This is an optimization exercise on Yosys and OpenROAD, whose aim is small area, a short achievable clock period and few clock cycles, not a production implementation. In this exercise RTL edits were held to simulation tests only and were not proved equivalent to the original. Power figures rest on the tool's default switching activity, not on a simulated workload.

## flow/design.v (module list and top-level ports; edited modules follow where they fit)
// module conv2d_stream: 3245 lines
// module cv_ctl: 65 lines
// module cv_fa: 10 lines
module conv2d_stream #(
  parameter int IMAGE_WIDTH  = 64,
  parameter int IMAGE_HEIGHT = 64,
  parameter int FILTER_SIZE  = 3,
  parameter int STRIDE       = 1,
  parameter int DATA_W       = 8,
  parameter int COEF_W       = 8,
  parameter int ACC_W        = 20
) (
  input  logic                                          clk,
  input  logic                                          rst,
  input  logic                                          start,
  input  logic [FILTER_SIZE*FILTER_SIZE*COEF_W-1:0]     filter,
  input  logic [DATA_W-1:0]                             pix_in,
  input  logic                                          pix_valid,
  output logic                                          pix_ready,
  output logic [ACC_W-1:0]                              res_out,
  output logic                                          res_valid,
  input  logic                                          res_ready,
  output logic                                          busy,
  output logic                                          done,
  output logic [$clog2(IMAGE_HEIGHT)-1:0]               row_count,
  output logic [$clog2(IMAGE_WIDTH)-1:0]                col_count
);
  // ...
==> flow/flow/run.sh <==
#!/bin/bash
# The standard layout (standard.sh: the standard flow's synthesis and ORFS flow), with
# faster port buffers and timing repair aimed below the 12 ns clock.
set -euo pipefail
bash standard.sh \
  BUFFER_PORTS_ARGS="-buffer_cell sky130_fd_sc_hd__buf_2" \
  SETUP_SLACK_MARGIN=8.4 \
  TNS_END_PERCENT=0 \
  finish > flow_make.log 2>&1
==> flow/standard.sh <==
#!/bin/bash
# synth_recipe.tcl (not shown) runs the flow's synth.tcl, then flattens the netlist and writes it again
# the make line also repeats each setting of config.mk as NAME=value (left out here)
make -C /OpenROAD-flow-scripts/flow DESIGN_CONFIG=/design/flow/config.mk WORK_HOME=/design/flow/orfs CLKGATE_MAP_FILE= SYNTH_SCRIPT=/design/flow/synth_recipe.tcl "${@:-finish}"
==> flow/config.mk <==
export PLATFORM = sky130hd
export DESIGN_NAME = conv2d_stream
export DESIGN_NICKNAME = conv2d_stream
export VERILOG_FILES = /design/flow/design.v
export SDC_FILE = /design/flow/constraint.sdc
export NUM_CORES = 4
export LEC_CHECK = 0
export CAP_MARGIN = 20
export CORE_MARGIN = 2
export CORE_UTILIZATION = 40
export CTS_CLUSTER_DIAMETER = 80
export CTS_CLUSTER_SIZE = 30
export PLACE_DENSITY = 0.6
export SLEW_MARGIN = 20
export SYNTH_HIERARCHICAL = 1
==> flow/constraint.sdc <==
create_clock -name core_clock -period 12.0 [get_ports {clk}]
set_input_delay 2.4000 -clock core_clock [delete_from_list [all_inputs] [get_ports {clk}]]
set_output_delay 2.4000 -clock core_clock [all_outputs]
set_load 0.01 [all_outputs]
==> impl_metrics.yaml, run 1 <==
synthesis:
  synth-compound-area-share: 0.0159
  ys_top_cells_by_count: "dfxtp_1, nand2_1, fa_1, clkbuf_1, edfxtp_1"
  synth_xor_area_frac: 0.0148
  ys_seq_area_frac: 0.603
  syn_inst: 3360
  synth_fp_nets: 4036
  yosysMostFrequentCell: "dfxtp_1"
  syn_avg_cell_area_um2: 13.9
  synthAdderAreaFrac: 0.246
setup_path:
  cpPeakStageDelay_ns: 0.48
  rr_startpoint: "r2[40][5]"
  worstPathRequired_ns: 9.60
  crit_family: "flip-flops"
  reg2reg_slack_ns: 8.33
  critPathSlowestCell: "edfxtp_1"
power_and_ir_drop:
  power_frac_comb: 0.141
  pg_comb_w: 0.00119
  p_leak_nw: 17.1
run_status:
  status: "complete, no violations"
cells_and_area:
  final_common_cell: "dfxtp_1"
  fin_nets: 4025
  multi_input_area_share: 0.347
  n_all_buffers: 128
  multi_input_area_um2: 17400
  n_sequential_cell: 1358
timing:
  worst_pin_slew_ns: 0.801
  holdWs_ns: 0.316
  fin_crit_sh: 0.310
  period_minus_slack_ns: 3.72
  fin_tns_setup_ns: 0
  slew_headroom: 0.465
worst_hold_path:
  min_to: "r0[15][7]"
global_routing:
  gr-total-overflow: 0
  antenna_found_initial: 2
  grt_util_met2: 0.255
clock_network:
  cts_root_buffer: "clkbuf_16"
  postCtsSetupBuffers: 0
  cts.hold.buffers_added: 0
die:
  io-pin-count: 121
  rows: 125
  die-height_um: 345
  die_area_um2: 119000
routing:
  routedWlPerCell_um: 19.0
  top_layer_used: "met4"
place:
  port_buffers: 120
Testbench counts, summed over its fixed seeds: cycles 98,448.
==> run 2: changes to the inputs <==
--- a/flow/flow/run.sh
+++ b/flow/flow/run.sh
@@ -5,5 +5,5 @@
 bash standard.sh \
   BUFFER_PORTS_ARGS="-buffer_cell sky130_fd_sc_hd__buf_2" \
   SETUP_SLACK_MARGIN=8.4 \
-  TNS_END_PERCENT=0 \
+  TNS_END_PERCENT=100 \
   finish > flow_make.log 2>&1
==> run 2 against run 1 <==
Still clean on timing, DRC and antenna; combinational power hardly changed; count of clock-buffer cells in the layout is 3 higher; synthesized cell count stayed put; sequential cell count stayed put; die area stayed put; sequential power hardly changed; total power is 0.60% lower; hold slack worse by 0.011 ns; first-iteration DRC count is 0.89% higher; largest cell class unchanged; highest routed layer unchanged.
==> impl_metrics.yaml, run 2 <==
clock_network:
  cts_root_buffer: "clkbuf_16"
  cts.hold.buffers_added: 0
  cts_sinks: 1358
  cts_tree: "yes"
  cts_buffers: 57
  clock_path_buffers: 3
  path_clk_slew_ns: 0.11
  htreeDepth: 2
  clock_latency_ns: 0.70
synthesis:
  yosysMostFrequentCell: "dfxtp_1"
  synth_cell_types: 65
  synth_edf_count: 92
  netlist.area_leader.share: 0.544
  synth_area_um2: 46600
  synthTopCellsByArea: "dfxtp_1, fa_1, edfxtp_1"
  syn_inst: 3360
  yosys.area.top_type: "dfxtp_1"
  syn_avg_cell_area_um2: 13.9
  ys_top_cells_by_count: "dfxtp_1, nand2_1, fa_1, clkbuf_1, edfxtp_1"
  ys_warn_count: 11
  ys_seq_area_frac: 0.603
  synth-seq-cells: 1358
  synth_top_flop_cell: "dfxtp_1"
  synth_fp_nets: 4036
  ys_async_sr_fraction: 0
timing:
  skew_ns: 0.0508
  fin_tns_setup_ns: 0
  rsz0062_at_grt: "yes"
  final-hold-violation-count: 0
  finalSetupViolations: 0
  slew_viol_final: 0
  slew_headroom: 0.345
  fin_crit_sh: 0.304
  period_minus_slack_ns: 3.65
  worst_pin_slew_ns: 0.983
  timing.fmax_ghz: 0.274
setup_path:
  rr_startpoint: "filt_q[43]"
  crit_family: "flip-flops"
  cp_cell_sequence: "buf_2"
  cp.arrival_ns: 1.25
  end_kind: "output port"
  critPathSlowestCell: "edfxtp_1"
  worstPathMaxFanout: 1
  critPathLaunch: "res_out[17]"
  path_buf_inv: 1
  crit_path_start_kind: "flip-flop"
  cpPeakStageDelay_ns: 0.39
  worstPathRequired_ns: 9.60
  critPathKind: "flip-flop to output port"
routing:
  initialDrtViolationCount: 1591
  routedWlPerCell_um: 18.8
  final_antenna_net_count: 0
  vias: 22983
  wirelength_um: 93400
  vias_per_cell: 4.63
  firstDrtPassIters: 5
  route.detailed.drc: 0
place:
  gp_congestion: 0.892
  port_buffers: 120
  dpl.hpwl_um: 72300
  dpl_cell_area_um2: 48500
cells_and_area:
  final_common_cell: "dfxtp_1"
  drive_gt1_frac: 0.118
  fin_nets: 4083
  most-common-layout-cells: "dfxtp_1, nand2_1, fa_1"
  post-route-cell-area_um2: 51300
  n_fill_cell: 10324
  syn_to_final_growth_pct: 10.1
  largestRegisters: "r0: 360 flops, r1: 360 flops, r2: 360 flops"
die:
  io-pin-count: 121
  core_area_um2: 116000
  rows: 125
  die-height_um: 345
  initial_core_util: 0.402
  die_area_um2: 119000
  die_w_um: 345
global_routing:
  track_usage: 0.160
  grt_pass1_wl_um: 144000
  grt_pass1_vias: 23991
  grt_max_degree: 56
  antenna_found_initial: 6
  gr-total-overflow: 0
run_status:
  status: "complete, no violations"
worst_hold_path:
  min-delay-start: "r1[23][1]"
  hold_path.class: "flip-flop to flip-flop"
power_and_ir_drop:
  power.density_nw_per_um2: 164
  p_leak_nw: 17.5
  peakVddDrop_mv: 0.132
run:
  cap_violations: 0
-- run 2: cell count changes in the layout (fill, tap and decap cells not counted), sizes merged --
cell / delta
clkinvlp: +3
clkbuf: +3
buf: +60
diode: +5
inv: -7
-- run 2: path summary, 6_finish.rpt --
| kind | end | slack (ns) | depth (start not counted) |
|---|---|---|---|
| hold / removal | r1[24][1] | 0.31 | 0 |
| setup reg to reg | q_fs913 | 8.42 | 6 |
| setup / recovery | res_out[17] | 8.35 | 1 |
| hold reg to reg | r1[24][1] | 0.31 | 0 |
-- run 2: repair_timing --
| item | CTS | global route |
|---|---|---|
| setup buffers | 23 | 37 |
| pin swaps | 0 | 2 |
| endpoints found under the setup margin | 44 | 82 |
| resized for setup | 38 | 56 |
-- run 2: layer usage --
metal	GRT usage	wire, µm
met5	0	0
met4	0.0648	4110
met3	0.0276	6390
met2	0.258	43300
met1	0.214	39500
-- run 2: cell type report --
type / instances / area (µm²) / share of cell area
Antenna cell: 5 / 12.5 / 0.000244
Clock buffer: 69 / 1510 / 0.0295
Clock inverter: 17 / 285 / 0.00556
Timing Repair Buffer: 188 / 1580 / 0.0307
Sequential cell: 1358 / 28200 / 0.550
Inverter: 61 / 233 / 0.00453
Tap cell: 1524 / 1910 / 0.0371
Multi-Input combinational cell: 1741 / 17600 / 0.343
-- run 2: modules after synthesis (local to each module, per instance), excerpt --
module | area [µm²] | flops+latches | copies in the design | cells
conv2d_stream | 33800 | 1358 | 1 | 2524
cv_fa | 20.0 | 0 | 542 | 1
-- run 2: kinds of logic after synthesis --
group	synth area share
AO/OA/AOI/OAI	0.0159
XOR/XNOR	0.0148
adder cells (fa/ha/maj)	0.246
buffers and inverters	0.0239
flip-flops	0.603
multiplexers	0.0108
AND/OR/NAND/NOR	0.0856
-- run 2: report_power, final --
part           switching (W)  leakage [nW]  internal, W
Sequential         0.0000910          11.1      0.00475
Clock                0.00139         0.857     0.000946
Combinational       0.000682          5.51     0.000542
-- run 2: metrics by stage --
stage                     hold WS (ns)  worst slack, ns   util  instances  power, W
after floorplan                  0.310             6.71      -       3360   0.00576
after global placement           0.310             7.82  0.418       4812   0.00614
after detailed placement         0.312             7.78  0.418       4812   0.00616
after CTS                        0.315             8.29  0.436       4921   0.00851
after global routing             0.321             8.28  0.443       4958   0.00884
final                            0.306             8.35  0.443       4963   0.00840
==> run 3: changes to the inputs <==
--- a/flow/flow/run.sh
+++ b/flow/flow/run.sh
@@ -5,5 +5,5 @@
 bash standard.sh \
   BUFFER_PORTS_ARGS="-buffer_cell sky130_fd_sc_hd__buf_2" \
   SETUP_SLACK_MARGIN=8.4 \
-  TNS_END_PERCENT=100 \
+  TNS_END_PERCENT=0 \
   finish > flow_make.log 2>&1
--- a/flow/config.mk
+++ b/flow/config.mk
@@ -7,9 +7,9 @@
 export LEC_CHECK = 0
 export CAP_MARGIN = 20
 export CORE_MARGIN = 2
-export CORE_UTILIZATION = 40
+export CORE_UTILIZATION = 55
 export CTS_CLUSTER_DIAMETER = 80
 export CTS_CLUSTER_SIZE = 30
-export PLACE_DENSITY = 0.6
+export PLACE_DENSITY = 0.7
 export SLEW_MARGIN = 20
 export SYNTH_HIERARCHICAL = 1
==> run 3 against run 2 <==
Die area fell by 27%; final cell count fell by 9.1%; register-to-register slack got worse by 0.05 ns; worst setup slack got worse by 0.011 ns; critical path type unchanged; largest power group unchanged.
==> impl_metrics.yaml, run 3 <==
synthesis:
  synth_edf_count: 92
  synth_cell_types: 65
  yosysMostFrequentCell: "dfxtp_1"
  synth-seq-cells: 1358
  ys_warn_count: 11
  synth_fp_nets: 4036
  synth_area_um2: 46600
  synthTopCellsByArea: "dfxtp_1, fa_1, edfxtp_1"
  syn_avg_cell_area_um2: 13.9
  netlist.area_leader.share: 0.544
  syn_inst: 3360
  ys_seq_area_frac: 0.603
  ys_async_sr_fraction: 0
  yosys.area.top_type: "dfxtp_1"
  synth_top_flop_cell: "dfxtp_1"
  ys_top_cells_by_count: "dfxtp_1, nand2_1, fa_1, clkbuf_1, edfxtp_1"
global_routing:
  busiest_layer: "met2"
  antenna_found_initial: 2
  use_met1: 0.297
  met3_usage: 0.0398
  track_usage: 0.214
  grt_pass1_vias: 23513
  gr-total-overflow: 0
  grt_max_degree: 56
  grt_pass1_wl_um: 138000
  grt_util_met2: 0.335
setup_path:
  rr_startpoint: "filt_q[26]"
  crit_path_start_kind: "flip-flop"
  reg2regPathDepth: 6
  cp_cell_sequence: "buf_2"
  worstPathMaxFanout: 1
  cpPeakStageDelay_ns: 0.43
  reg2reg_slack_ns: 8.37
  cp.arrival_ns: 1.26
  end_kind: "output port"
  reg2reg_to: "q_fs941"
  path_buf_inv: 1
  worstPathRequired_ns: 9.60
  critPathKind: "flip-flop to output port"
  critPathSlowestCell: "edfxtp_1"
  crit_family: "flip-flops"
clock_network:
  cts_root_buffer: "clkbuf_16"
  clock_path_buffers: 3
  cts.hold.buffers_added: 0
  clock_latency_ns: 0.68
  cts_tree: "yes"
  cts_buffers: 58
  path_clk_slew_ns: 0.10
  cts_sinks: 1358
  htreeDepth: 2
power_and_ir_drop:
  p_leak_nw: 17.1
  peakVddDrop_mv: 0.171
  power.density_nw_per_um2: 169
  total_power_w: 0.00841
cells_and_area:
  largestRegisters: "r0: 360 flops, r1: 360 flops, r2: 360 flops"
  final_common_cell: "dfxtp_1"
  drive_gt1_frac: 0.0776
  n_fill_cell: 6542
  syn_to_final_growth_pct: 6.74
  multi_input_area_um2: 17400
  final-instance-count-excl-fill: 4512
  fin_nets: 4026
  regArea_um2: 28100
  most-common-layout-cells: "dfxtp_1, nand2_1, fa_1"
run_status:
  status: "complete, no violations"
die:
  die_w_um: 295
  rows: 106
  io-pin-count: 121
  initial_core_util: 0.556
  die_area_um2: 87100
  die-height_um: 295
  core_area_um2: 83800
run:
  cap_violations: 0
timing:
  fin_tns_setup_ns: 0
  period_minus_slack_ns: 3.66
  timing.fmax_ghz: 0.273
  worst_pin_slew_ns: 1.06
  finalSetupViolations: 0
  rsz0062_at_grt: "yes"
  layout_setup_ws_ns: 8.34
  skew_ns: 0.0281
  final-hold-violation-count: 0
  slew_headroom: 0.296
  fin_crit_sh: 0.305
  slew_viol_final: 0
place:
  gp_congestion: 0.951
  dpl.cell_count: 4421
  preCtsSetupSlack_ns: 7.80
  port_buffers: 120
  dpl.hpwl_um: 69600
routing:
  initialDrtViolationCount: 1575
  final_antenna_net_count: 0
  route.detailed.drc: 0
  vias_per_cell: 5.05
  routedWlPerCell_um: 20.0
  wirelength_um: 90300
  firstDrtPassIters: 5
  vias: 22779
worst_hold_path:
  hold_path.class: "flip-flop to flip-flop"
  min-delay-start: "r0[16][1]"
  min_path_cells: 0
  min_to: "r0[17][1]"
run 3: cell count changes in the layout (fill, tap and decap cells not counted), sizes merged:
cell      delta
buf         -58
clkbuf       +1
clkinvlp     -3
diode        -4
inv          +3
run 3: logic make-up (layout without fill, tap and decap cells):
group,after synthesis,after routing,share of synthesized area
other cells,0,1,0
fa+ha+maj,591,591,0.246
xor+xnor,79,79,0.0148
buf+inv,261,278,0.0239
simple gates,931,931,0.0856
flops,1358,1358,0.603
compound gates,113,113,0.0159
mux,27,27,0.0108
run 3: layout make-up:
class | count | area share
Antenna cell | 1 | 0.0000503
Inverter | 61 | 0.00460
Timing Repair Buffer | 130 | 0.0143
Clock inverter | 17 | 0.00676
Clock buffer | 70 | 0.0303
Sequential cell | 1358 | 0.565
Multi-Input combinational cell | 1741 | 0.350
Tap cell | 1134 | 0.0285
run 3: where the power goes:
group / switching (W) / internal [W] / total [W]
sequential: 0.000112 / 0.00475 / 0.00486
clock: 0.00141 / 0.000953 / 0.00236
combinational: 0.000665 / 0.000517 / 0.00118
total: 0.00218 / 0.00622 / 0.00841
run 3: timing repair:
action | in CTS | in global routing
buffers inserted | 0 | 3
endpoints found under the setup margin | 48 | 99
gates resized for setup | 7 | 18
pin swaps | 0 | 0
run 3: Yosys stat by module, one instance, submodules excluded, a selection:
module	cells inside	times used	flops+latches	area [µm²]
cv_fa	1	542	0	20.0
conv2d_stream	2524	1	1358	33800
run 3: metrics by stage:
stage | utilization | instance area [µm²] | hold slack, ns
finish | 0.594 | 49800 | 0.320
global route | 0.594 | 49800 | 0.315
CTS | 0.593 | 49700 | 0.303
detailed placement | 0.571 | 47800 | 0.312
global placement | 0.571 | 47800 | 0.309
floorplan | - | 46600 | 0.310
run 3: how the worst max path moves through the flow:
stage,depth (start not counted),start,slack (ns),endpoint
after floorplan,4,start,6.71,rot[0]
after global placement,5,start,7.81,rot[5]
after detailed placement,5,start,7.80,rot[4]
after CTS,1,col_count[2],8.26,col_count[2]
after global routing,1,res_out[3],8.29,res_out[3]
final,1,res_out[5],8.34,res_out[5]
run 3: worst reg2reg max path: cells and delay by family (launching register included):
family                   cells  cell delay [ns]
adder cells (fa/ha/maj)      5             2.59
AND/OR/NAND/NOR              1             0.18
flip-flops                   1             0.74
run 3: metal layers:
layer | vias to the layer above | share of wire
met2 | 840 | 0.45
met1 | 11416 | 0.43
met5 | - | 0
met4 | 0 | 0.044
li1 | 10365 | -
met3 | 158 | 0.072
==> run 4: changes to the inputs <==
--- a/flow/config.mk
+++ b/flow/config.mk
@@ -7,9 +7,9 @@
 export LEC_CHECK = 0
 export CAP_MARGIN = 20
 export CORE_MARGIN = 2
-export CORE_UTILIZATION = 55
+export CORE_UTILIZATION = 70
 export CTS_CLUSTER_DIAMETER = 80
 export CTS_CLUSTER_SIZE = 30
-export PLACE_DENSITY = 0.7
+export PLACE_DENSITY = 0.8
 export SLEW_MARGIN = 20
 export SYNTH_HIERARCHICAL = 1
==> run 4 against run 3 <==
Sequential cell count unchanged; sequential share of layout area up 0.56 points; global-route usage rose by 8.7 points; area after synthesis did not move; count of clock-buffer cells in the layout down 5; clock skew shrank 0.0041 ns; critical path type unchanged; critical endpoint is now res_out[2]; largest cell class unchanged; highest routed layer is now met5.
==> impl_metrics.yaml, run 4 <==
global_routing:
  antenna_found_initial: 1
  grt_pass1_vias: 25760
  gr-total-overflow: 0
  grt_pass1_wl_um: 150000
  track_usage: 0.301
  grt_max_degree: 76
timing:
  rsz0062_at_grt: "yes"
  worst_pin_slew_ns: 1.03
  slew_headroom: 0.305
  fin_tns_setup_ns: 0
  timing.fmax_ghz: 0.273
  fin_crit_sh: 0.306
  final-hold-violation-count: 0
  finalSetupViolations: 0
  slew_viol_final: 0
  period_minus_slack_ns: 3.67
  skew_ns: 0.0240
synthesis:
  syn_inst: 3360
  synth_cell_types: 65
  syn_avg_cell_area_um2: 13.9
  ys_warn_count: 11
  ys_top_cells_by_count: "dfxtp_1, nand2_1, fa_1, clkbuf_1, edfxtp_1"
  yosysMostFrequentCell: "dfxtp_1"
  netlist.area_leader.share: 0.544
  synth_top_flop_cell: "dfxtp_1"
  synth-seq-cells: 1358
  synth_edf_count: 92
  synth_fp_nets: 4036
  yosys.area.top_type: "dfxtp_1"
  ys_async_sr_fraction: 0
  ys_seq_area_frac: 0.603
  synth_area_um2: 46600
  synthTopCellsByArea: "dfxtp_1, fa_1, edfxtp_1"
worst_hold_path:
  hold_path.class: "flip-flop to flip-flop"
cells_and_area:
  syn_to_final_growth_pct: 5.63
  most-common-layout-cells: "dfxtp_1, nand2_1, fa_1"
  fin_nets: 4020
  drive_gt1_frac: 0.0736
  antennaDiodeCount: 0
  final_common_cell: "dfxtp_1"
  largestRegisters: "r0: 360 flops, r1: 360 flops, r2: 360 flops"
clock_network:
  cts_tree: "yes"
  cts.hold.buffers_added: 0
  htreeDepth: 2
  path_clk_slew_ns: 0.10
  clock_path_buffers: 3
  clock_latency_ns: 0.67
  cts_buffers: 56
  cts_root_buffer: "clkbuf_16"
  cts_sinks: 1358
setup_path:
  cp_cell_sequence: "buf_6"
  path_buf_inv: 1
  critPathSlowestCell: "edfxtp_1"
  cpPeakStageDelay_ns: 0.45
  reg2reg_slack_ns: 8.34
  worstPathRequired_ns: 9.60
  crit_family: "flip-flops"
  cp.arrival_ns: 1.27
  crit_path_start_kind: "flip-flop"
  worstPathMaxFanout: 1
  end_kind: "output port"
  critPathKind: "flip-flop to output port"
place:
  gp_congestion: 0.955
  port_buffers: 120
  dpl.hpwl_um: 74000
die:
  die-height_um: 262
  io-pin-count: 121
  initial_core_util: 0.708
  core_area_um2: 65900
  rows: 94
  die_area_um2: 68700
  die_w_um: 262
routing:
  routedWlPerCell_um: 23.5
  vias_per_cell: 5.57
  wirelength_um: 99300
  firstDrtPassIters: 8
  initialDrtViolationCount: 2061
  final_antenna_net_count: 0
  vias: 23561
  route.detailed.drc: 0
power_and_ir_drop:
  power.density_nw_per_um2: 171
  p_leak_nw: 17.0
  total_power_w: 0.00842
  peakVddDrop_mv: 0.207
run:
  cap_violations: 0
run_status:
  status: "complete, no violations"
[run 4: metrics by stage]
stage	utilization	hold slack, ns	setup slack [ns]	area (µm²)	cells
after floorplan	-	0.310	6.71	46600	3360
after global placement	0.721	0.310	7.58	47500	4149
after detailed placement	0.721	0.312	7.52	47500	4149
after CTS	0.747	0.317	8.21	49200	4232
after global routing	0.748	0.320	8.29	49300	4233
final	0.748	0.320	8.33	49300	4233
[run 4: final timing paths]
kind,startpoint,endpoint,cells past startpoint
setup reg to reg,r0[2][1],q_fs927,6
hold / removal,q_fc386,q_q_fc386,0
hold reg to reg,q_fc386,q_q_fc386,0
setup / recovery,res_out[2],res_out[2],1
[run 4: timing repair]
action,4_1_cts,5_1_grt
resized for setup,2,13
buffers inserted,0,0
endpoints found under the setup margin,97,91
[run 4: cells by family (layout without fill, tap and decap cells)]
kind of cell	count (synthesis)	after routing	share of synthesized area
buf+inv	261	270	0.0239
flops	1358	1358	0.603
simple gates	931	931	0.0856
compound gates	113	113	0.0159
mux	27	27	0.0108
fa+ha+maj	591	591	0.246
xor+xnor	79	79	0.0148
[run 4: power by group]
part	total, W	switching [W]	internal (W)
sequential	0.00487	0.000119	0.00475
combinational	0.00124	0.000708	0.000536
clock	0.00230	0.00139	0.000913
[run 4: area by class of cell]
class                   count  area, µm²
multi-input cells        1741      17400
repair buffers            126        672
flip-flops and latches   1358      28100
well taps                 864       1080
clock inverters            18        267
fillers                  3962      16600
inverters                  61        229
clock buffers              65       1460
[run 4: per-module statistics from Yosys (local to each module, per instance), excerpt]
module	area (µm²)	cells	flops+latches
conv2d_stream	33800	2524	1358
cv_fa	20.0	1	0
[run 4: per-layer routing]
| metal | GRT usage | wire [µm] | vias up |
|---|---|---|---|
| met5 | 0.000694 | 13 | - |
| met4 | 0.163 | 6270 | 2 |
| met3 | 0.0613 | 7680 | 277 |
| met2 | 0.499 | 48400 | 1148 |
| met1 | 0.375 | 36900 | 11800 |
| li1 | - | - | 10334 |

[re-timing with driven ports]
The flow's constraints put no driver on any port. The routed layouts listed below were extracted and timed again, unchanged, in two steps.
Step 1 sets driving cells, clkbuf_16 on the clock port and buf_2 on the other inputs (assumed; they add their load-dependent delay and slew).
Step 2 adds t to the input delays and takes it off the output delays; t is the mean of the earliest and latest rising clock arrival at the registers after step 1. Input paths then give back, and output paths get back, about the clock's delay inside the block.
Three values: ideal ports, drivers, drivers and shift; two values: the first two.
run	t (ns)	setup slack, ns	cell pins on the clock port's net
run 1	0.748	8.282 / 8.211 / 7.859	1
run 2	0.745	8.351 / 8.282 / 7.819	1
run 3	0.733	8.340 / 8.271 / 7.850	1
run 4	0.722	8.334 / 8.264 / 7.896	1
After both steps setup and hold are still met in every run listed. The setup slack of run 2, which loses most, moves by -0.069 ns with the drivers and by -0.532 ns with both steps.
